From an optimization exercise on the open Yosys and OpenROAD flow, aimed at small area, a short achievable clock period and few clock cycles per item; shortcuts taken in it are not production practice.
In this exercise RTL edits were held to simulation tests only and were not proved equivalent to the original.
Power is estimated from default activity; no workload was simulated.

===== flow/config.mk =====
export PLATFORM = sky130hd
export DESIGN_NAME = expr_eval_top
export DESIGN_NICKNAME = expr_eval_top
export VERILOG_FILES = /design/flow/design.v
export SDC_FILE = /design/flow/constraint.sdc
export NUM_CORES = 4
export LEC_CHECK = 0
export CAP_MARGIN = 20
export CORE_MARGIN = 2
export CORE_UTILIZATION = 40
export SLEW_MARGIN = 20

===== flow/constraint.sdc =====
create_clock -name core_clock -period 10.0 [get_ports {clk_2}]
set_input_delay 2.0000 -clock core_clock [delete_from_list [all_inputs] [get_ports {clk_2}]]
set_output_delay 2.0000 -clock core_clock [all_outputs]
set_load 0.01 [all_outputs]

===== flow/design.v =====
package expr_token_pkg;
	typedef logic [2:0] tok_val_t;
	typedef enum logic [2:0] {
		OP_ADD = 3'd0,
		OP_SUB = 3'd1,
		OP_MUL = 3'd2,
		OP_ABS = 3'd3,
		OP_TWO = 3'd4
	} opcode_e;
	typedef logic signed [31:0] result_t;
endpackage
package expr_ctrl_pkg;
	typedef enum logic {
		PREFIX  = 1'b0,
		POSTFIX = 1'b1
	} notation_e;
	typedef enum logic [4:0] {
		IDLE      = 5'b00001,
		READ      = 5'b00010,
		SCAN      = 5'b00100,
		CALC      = 5'b01000,
		WRITEBACK = 5'b10000
	} eval_state_e;
endpackage
`timescale 1ns/10ps
module expr_alu (
	input  expr_token_pkg::opcode_e op,
	input  expr_token_pkg::result_t a,
	input  expr_token_pkg::result_t b,
	output expr_token_pkg::result_t y
);
	expr_token_pkg::result_t sum;
	expr_token_pkg::result_t diff;
	assign sum  = a + b;
	assign diff = a - b;
	always_comb begin
		case (op)
			expr_token_pkg::OP_ADD: y = sum;
			expr_token_pkg::OP_SUB: y = diff;
			expr_token_pkg::OP_MUL: y = a * b;
			expr_token_pkg::OP_ABS: y = (sum < 0) ? -sum : sum;
			expr_token_pkg::OP_TWO: y = diff <<< 1;
			default:                y = '0;
		endcase
	end
endmodule
`timescale 1ns/10ps
module token_capture #(
	parameter int MAX_TOKENS = 19
) (
	input  logic                       clk_2,
	input  logic                       rst_n,
	input  logic                       in_valid,
	input  expr_token_pkg::tok_val_t   tok_in,
	input  logic                       op_flag,
	input  logic                       mode,
	output logic                       tok_we,
	output expr_token_pkg::tok_val_t   tok_value,
	output logic                       tok_is_op,
	output expr_ctrl_pkg::notation_e   frame_mode,
	output logic                       frame_end
);
	localparam int CNT_W = $clog2(MAX_TOKENS + 1);
	logic             in_valid_r;
	logic [CNT_W-1:0] tok_cnt;
	logic             accept;
	assign accept = in_valid && (tok_cnt < CNT_W'(MAX_TOKENS));
	always_ff @(posedge clk_2 or negedge rst_n) begin
		if (!rst_n) begin
			in_valid_r <= 1'b0;
			tok_cnt    <= '0;
		end else begin
			in_valid_r <= in_valid;
			if (!in_valid) begin
				tok_cnt <= '0;
			end else if (accept) begin
				tok_cnt <= tok_cnt + CNT_W'(1);
			end
		end
	end
	always_ff @(posedge clk_2 or negedge rst_n) begin
		if (!rst_n) begin
			tok_we    <= 1'b0;
			tok_value <= '0;
			tok_is_op <= 1'b0;
		end else begin
			tok_we <= accept;
			if (accept) begin
				tok_value <= tok_in;
				tok_is_op <= op_flag;
			end else begin
				tok_value <= '0;
				tok_is_op <= 1'b0;
			end
		end
	end
	always_ff @(posedge clk_2 or negedge rst_n) begin
		if (!rst_n) begin
			frame_mode <= expr_ctrl_pkg::PREFIX;
		end else if (in_valid && !in_valid_r) begin
			frame_mode <= expr_ctrl_pkg::notation_e'(mode);
		end
	end
	always_ff @(posedge clk_2 or negedge rst_n) begin
		if (!rst_n) begin
			frame_end <= 1'b0;
		end else begin
			frame_end <= !in_valid && in_valid_r;
		end
	end
endmodule
`timescale 1ns/10ps
module stack_evaluator #(
	parameter int MAX_TOKENS = 19
) (
	input  logic                       clk_2,
	input  logic                       rst_n,
	input  logic                       tok_we,
	input  expr_token_pkg::tok_val_t   tok_value,
	input  logic                       tok_is_op,
	input  expr_ctrl_pkg::notation_e   frame_mode,
	input  logic                       frame_end,
	output logic                       out_valid,
	output expr_token_pkg::result_t    result
);
	localparam int IDX_W = $clog2(MAX_TOKENS);
	expr_ctrl_pkg::eval_state_e state, state_nxt;
	expr_token_pkg::result_t buf_q [0:MAX_TOKENS-1];
	logic [MAX_TOKENS-1:0]   op_map;
	logic [IDX_W-1:0]        ptr;
	logic [IDX_W-1:0]        op_cnt;
	logic [IDX_W-1:0]        idx_a;
	logic [IDX_W-1:0]        idx_b;
	logic [IDX_W-1:0]        dst;
	logic [IDX_W-1:0]        ptr_restart;
	logic                    op_found;
	logic                    last_op;
	expr_token_pkg::opcode_e op_q;
	expr_token_pkg::result_t a_q;
	expr_token_pkg::result_t b_q;
	expr_token_pkg::result_t alu_y;
	expr_token_pkg::result_t calc_q;
	assign op_found = (state == expr_ctrl_pkg::SCAN) && op_map[ptr];
	assign last_op  = (op_cnt == IDX_W'(1));
	always_comb begin
		if (frame_mode == expr_ctrl_pkg::POSTFIX) begin
			idx_a       = ptr - IDX_W'(2);
			idx_b       = ptr - IDX_W'(1);
			dst         = ptr - IDX_W'(2);
			ptr_restart = (ptr == IDX_W'(2)) ? IDX_W'(2) : ptr - IDX_W'(1);
		end else begin
			idx_a       = ptr + IDX_W'(1);
			idx_b       = ptr + IDX_W'(2);
			dst         = ptr;
			ptr_restart = ptr - IDX_W'(1);
		end
	end
	always_ff @(posedge clk_2 or negedge rst_n) begin
		if (!rst_n) begin
			state <= expr_ctrl_pkg::IDLE;
		end else begin
			state <= state_nxt;
		end
	end
	always_comb begin
		case (state)
			expr_ctrl_pkg::IDLE: state_nxt = expr_ctrl_pkg::READ;
			expr_ctrl_pkg::READ: begin
				state_nxt = expr_ctrl_pkg::READ;
				if (frame_end) begin
					state_nxt = (op_cnt == '0) ? expr_ctrl_pkg::IDLE : expr_ctrl_pkg::SCAN;
				end
			end
			expr_ctrl_pkg::SCAN:
				state_nxt = op_found ? expr_ctrl_pkg::CALC : expr_ctrl_pkg::SCAN;
			expr_ctrl_pkg::CALC: state_nxt = expr_ctrl_pkg::WRITEBACK;
			expr_ctrl_pkg::WRITEBACK:
				state_nxt = last_op ? expr_ctrl_pkg::IDLE : expr_ctrl_pkg::SCAN;
			default: state_nxt = expr_ctrl_pkg::IDLE;
		endcase
	end
	always_ff @(posedge clk_2 or negedge rst_n) begin
		if (!rst_n) begin
			ptr    <= '0;
			op_cnt <= '0;
		end else if (tok_we) begin
			ptr <= ptr + IDX_W'(1);
			if (tok_is_op) begin
				op_cnt <= op_cnt + IDX_W'(1);
			end
		end else if (frame_end) begin
			ptr <= (frame_mode == expr_ctrl_pkg::POSTFIX) ? IDX_W'(2) : ptr - IDX_W'(1);
		end else if (state == expr_ctrl_pkg::SCAN && !op_found) begin
			ptr <= (frame_mode == expr_ctrl_pkg::POSTFIX) ? ptr + IDX_W'(1) : ptr - IDX_W'(1);
		end else if (state == expr_ctrl_pkg::WRITEBACK) begin
			ptr    <= ptr_restart;
			op_cnt <= op_cnt - IDX_W'(1);
		end else if (state == expr_ctrl_pkg::IDLE) begin
			ptr <= '0;
		end
	end
	always_ff @(posedge clk_2 or negedge rst_n) begin
		if (!rst_n) begin
			op_map <= '0;
		end else if (tok_we) begin
			op_map[ptr] <= tok_is_op;
		end else if (state == expr_ctrl_pkg::WRITEBACK) begin
			op_map[MAX_TOKENS-1] <= 1'b0;
			op_map[MAX_TOKENS-2] <= 1'b0;
			for (int i = 0; i < MAX_TOKENS - 2; i++) begin
				if (IDX_W'(i) > dst) begin
					op_map[i] <= op_map[i+2];
				end
			end
			op_map[dst] <= 1'b0;
		end else if (state == expr_ctrl_pkg::IDLE) begin
			op_map <= '0;
		end
	end
	always_ff @(posedge clk_2) begin
		if (tok_we) begin
			buf_q[ptr] <= expr_token_pkg::result_t'(tok_value);
		end else if (state == expr_ctrl_pkg::WRITEBACK) begin
			buf_q[MAX_TOKENS-1] <= '0;
			buf_q[MAX_TOKENS-2] <= '0;
			for (int i = 0; i < MAX_TOKENS - 2; i++) begin
				if (IDX_W'(i) > dst) begin
					buf_q[i] <= buf_q[i+2];
				end
			end
			buf_q[dst] <= calc_q;
		end else if (state == expr_ctrl_pkg::IDLE) begin
			for (int i = 0; i < MAX_TOKENS; i++) begin
				buf_q[i] <= '0;
			end
		end
	end
	always_ff @(posedge clk_2) begin
		if (op_found) begin
			op_q <= expr_token_pkg::opcode_e'(buf_q[ptr][2:0]);
			a_q  <= buf_q[idx_a];
			b_q  <= buf_q[idx_b];
		end
		if (state == expr_ctrl_pkg::CALC) begin
			calc_q <= alu_y;
		end
	end
	expr_alu u_alu (
		.op (op_q),
		.a  (a_q),
		.b  (b_q),
		.y  (alu_y)
	);
	always_ff @(posedge clk_2 or negedge rst_n) begin
		if (!rst_n) begin
			out_valid <= 1'b0;
			result    <= '0;
		end else if (state == expr_ctrl_pkg::WRITEBACK && last_op) begin
			out_valid <= 1'b1;
			result    <= calc_q;
		end else begin
			out_valid <= 1'b0;
			result    <= '0;
		end
	end
endmodule
`timescale 1ns/10ps
module expr_eval_top #(
	parameter int MAX_TOKENS = 19
) (
	input  logic                     clk_2,
	input  logic                     rst_n,
	input  logic                     in_valid,
	input  expr_token_pkg::tok_val_t tok_in,
	input  logic                     op_flag,
	input  logic                     mode,
	output logic                     out_valid,
	output expr_token_pkg::result_t  result
);
	logic                     tok_we;
	expr_token_pkg::tok_val_t tok_value;
	logic                     tok_is_op;
	expr_ctrl_pkg::notation_e frame_mode;
	logic                     frame_end;
	token_capture #(
		.MAX_TOKENS (MAX_TOKENS)
	) u_capture (
		.clk_2      (clk_2),
		.rst_n      (rst_n),
		.in_valid   (in_valid),
		.tok_in     (tok_in),
		.op_flag    (op_flag),
		.mode       (mode),
		.tok_we     (tok_we),
		.tok_value  (tok_value),
		.tok_is_op  (tok_is_op),
		.frame_mode (frame_mode),
		.frame_end  (frame_end)
	);
	stack_evaluator #(
		.MAX_TOKENS (MAX_TOKENS)
	) u_eval (
		.clk_2      (clk_2),
		.rst_n      (rst_n),
		.tok_we     (tok_we),
		.tok_value  (tok_value),
		.tok_is_op  (tok_is_op),
		.frame_mode (frame_mode),
		.frame_end  (frame_end),
		.out_valid  (out_valid),
		.result     (result)
	);
endmodule

===== flow/run.sh =====
#!/bin/bash
# synth_recipe.tcl (not shown) runs the flow's synth.tcl, then flattens the netlist and writes it again
# the make line also repeats each setting of config.mk as NAME=value (left out here)
make -C /OpenROAD-flow-scripts/flow DESIGN_CONFIG=/design/flow/config.mk WORK_HOME=/design/flow/orfs CLKGATE_MAP_FILE= SYNTH_SCRIPT=/design/flow/synth_recipe.tcl finish

==> run summary <==
-- cell usage after synthesis (145+ instances only) --
| cell | number | area [um2] |
|---|---|---|
| a21oi_1 | 276 | 1380 |
| and2_1 | 360 | 2250 |
| clkbuf_1 | 501 | 1880 |
| edfxtp_1 | 1059 | 31800 |
| fa_1 | 410 | 8210 |
| ha_1 | 232 | 2900 |
| inv_1 | 536 | 2010 |
| mux2i_1 | 145 | 1450 |
| mux4_2 | 546 | 12300 |
| nand2_1 | 551 | 2070 |
| nand3_1 | 456 | 2280 |
| nor2_1 | 409 | 1540 |
| o21ai_0 | 709 | 3550 |
| xnor2_1 | 162 | 1420 |
-- worst max-delay path, cell delays in order (launching register included) --
cell      delay (ns)
edfxtp_1        0.94
ha_1            0.46
inv_1           0.12
fa_1            0.49
inv_1           0.05
fa_1            0.42
fa_1            0.55
inv_1           0.05
fa_1            0.47
inv_1           0.04
ha_1            0.27
ha_1            0.30
fa_1            0.49
inv_1           0.05
fa_1            0.47
inv_1           0.04
ha_1            0.33
a21oi_1         0.24
nor2_1          0.08
a211oi_1        0.27
a21boi_0        0.26
a31oi_1         0.51
o41a_1          0.38
a21oi_1         0.12
xor2_1          0.16
a211oi_1        0.33
o221ai_2        0.15
-- sequential cells by signal, summed over array words and instances (netlist names) --
| register | cells |
|---|---|
| u_eval.a_q | 32 |
| u_eval.op_cnt | 5 |
| u_eval.result | 32 |
| u_eval.out_valid | 1 |
| u_eval.calc_q | 32 |
| u_capture.tok_cnt | 5 |
| u_capture.frame_end | 1 |
| u_eval.buf_q | 1024 |
| u_capture.tok_we | 1 |
| u_capture.tok_is_op | 1 |
| u_eval.op_map | 19 |
| u_eval.ptr | 5 |
| u_capture.frame_mode | 1 |
| u_eval.op_q | 3 |
| u_capture.in_valid_r | 1 |
| u_capture.tok_value | 3 |
| u_eval.b_q | 32 |
| u_eval.state | 5 |
-- worst max path at each step --
stage	end	cells after the start
2_1_floorplan	u_eval.calc_q[29]	27
3_3_place_gp	u_eval.calc_q[29]	22
3_5_place_dp	u_eval.calc_q[30]	26
4_1_cts	u_eval.calc_q[30]	26
5_1_grt	u_eval.calc_q[30]	26
6_report	u_eval.calc_q[30]	26
-- metal layers --
layer  up-vias  global-route usage [%]
met5         -                   0.111
met4        10                    12.4
met3       751                    6.83
met2      3790                    42.8
met1     32220                    35.4
li1      26072                       -
-- through the flow --
stage	setup WS [ns]	power, mW
2_1_floorplan	2.79	16.3
3_3_place_gp	1.91	21.8
3_5_place_dp	1.78	22.0
4_1_cts	1.76	27.2
5_1_grt	1.26	28.5
6_report	1.64	27.6
-- cell type report --
type	instances	area share [%]
sequential	1203	37.9
multi-input combinational	4965	49.5
antenna	12	0.0324
timing repair buffer	190	1.86
clock inverter	69	0.716
inverter	541	2.19
tap	2805	3.79
clock buffer	191	4.09
-- report_power, final --
group          total, mW  leakage, nW  switching (mW)  internal (mW)
Clock               5.12         2.17            2.23           2.89
Combinational       15.5         20.0            9.85           5.60
Sequential          7.02         11.7           0.498           6.52
Total               27.6         33.9            12.6           15.0
-- kinds of logic (layout without fill, tap and decap cells) --
family,after synthesis,count (layout),share of synthesized area (%)
compound gates,1351,1351,9.31
simple gates,1955,1955,11.0
flops,1203,1203,41.5
buf+inv,1144,991,5.10
mux,822,822,18.0
other cells,0,12,0
fa+ha+maj,642,642,13.1
xor+xnor,195,195,2.02
==> run summary <==
CTS resizes=0; Post-DP Area=88,100 um2; gr usage total=~27%; DP Wirelength=187 mm; IO buf count=40; CTS buffer count=140; Die ar.=215,000 um2; grt ovf=0; DR pass1 iterations=6; Via Count=62,843; P_leak=33.9 nW; Ports=41; CTS tree=built; CP Max Fanout=26; H-tree depth=4; critical hold path startpoint=u_eval.op_cnt[4]; Die Y=464 um; synthesized cell area=84,600 um2; vias in the first global route=61,052; post-synthesis sequential area ratio=41.5%; R2R Setup Slk=1.64 ns; Skew-Pair Late Insertion Delay=~0.81 ns; hold_buf cts=0; wire length on met3=32.9 mm; Avg Cell Area, Syn=11.6 um2; Nets=approximately 7,700; Reg2Reg Capture Point=u_eval.calc_q[30]; CTS clock-pin slew for the worst setup and hold paths=0.07 ns; reg-to-reg startpoint=u_eval.b_q[6]; ANT nets after route=0; DR WL met2=137 mm; P&R area growth vs syn=9.51%; Crit. End Element=register; Main synth FF type=edfxtp_1; drt wl/cell=between 20 and 30 um; Syn Nets=7,962; Yosys warnings=3; Post-Route M1 WL=about 110 mm; Cell variety after synth=98; Final Setup Violations=0; final hold vios=0; min cycle time layout=8.36 ns; number of fill cells in the layout=19,173; Multi-input gate area=between 40,000 and 50,000 um2; Initial Util=between 40% and 50%; Slew @ Worst Pin=between 1 and 1.5 ns; outcome=timing/DRC/antenna clean; Synth Instances=7,312; relative slew slack=12.3%; Final GP Congestion=0.920; non-filler instance count after layout=about 10,000; setup TNS=0 ns; WHS=0.484 ns; Synth async-reset ratio=6.65%; post-route DRC violation count=0; commonest non-fill, non-tap cells in the layout=edfxtp_1 (1,059), o21ai_0 (688), nand2_1 (549); DRT iter0 DRCs=8,327; first-pass GRT wire length=430 mm; Setup Fix Bufs, Post-CTS=0; layout cells sized above 1=roughly 16%; vias per cell=6.30; Yosys reg bits=between 1,000 and 1,500; initial antenna violation count=13; Critical Path RT=around 11 ns; Die Wd=464 um; post-layout util=44.1%; Worst Path Arrival=slightly below 9 ns; fmax=0.120 GHz; post-route cell area=92,700 um2; Core Region=between 200,000 and 250,000 um2; Slew Limit Fails=0; Total Wirelength=~300 mm; CTS Buffer Depth=3; FF+latch area=35,100 um2; Root Buffer=clkbuf_16; CP startpoint=u_eval.b_q[6]; clock sinks=1,203; hold path endpoint=u_eval.op_cnt[4]; worst reg-to-reg path cell count=26; row cnt=168; worst hold path depth=1; Max Cap Viol=0; critical setup path kind=reg -> reg; Critical Path Start Type=register; Post-synth EDFFs=around 1,100; Max VDD drop=356 uV; commonest non-fill, non-tap cell in the layout=edfxtp_1; Top Metal Used=met5; pwr/cell area=298 nW/um2; fin crit share=83.6%; largest net degree at the start of global routing=183; Inst Count DP=9,701; Hold Path Class=reg -> reg; RSZ-0062 raised after global routing=no; Post-Route Skew=about 0.040 ns
Testbench counts, summed over its fixed seeds: cycles 52,196, frames 1,600.

-- afterwards: timing with drivers on the ports --
In the flow no input, the clock included, has a driving cell. The finished layout below was timed again as built, in two steps.
Step 1, drivers: a clkbuf_16 drives clk_2 and a buf_2 each remaining input, both assumed.
Step 2, shift: input delay + t, output delay - t, t = (earliest + latest rising clock arrival at the registers) / 2. This alone moves slack from input paths to output paths.
Three values: no drivers, after step 1, after step 2; two values: the first two.
t (ns): 0.873
setup slack, ns: 1.636 / 1.636 / 1.636
worst register clock-pin slew, ns: 0.07 / 0.07
worst data-port slew with drivers (ns): 0.05
After both steps this run still meets setup and hold. For this run, drivers alone change the setup slack by 0.000 ns; drivers and shift together by 0.000 ns.
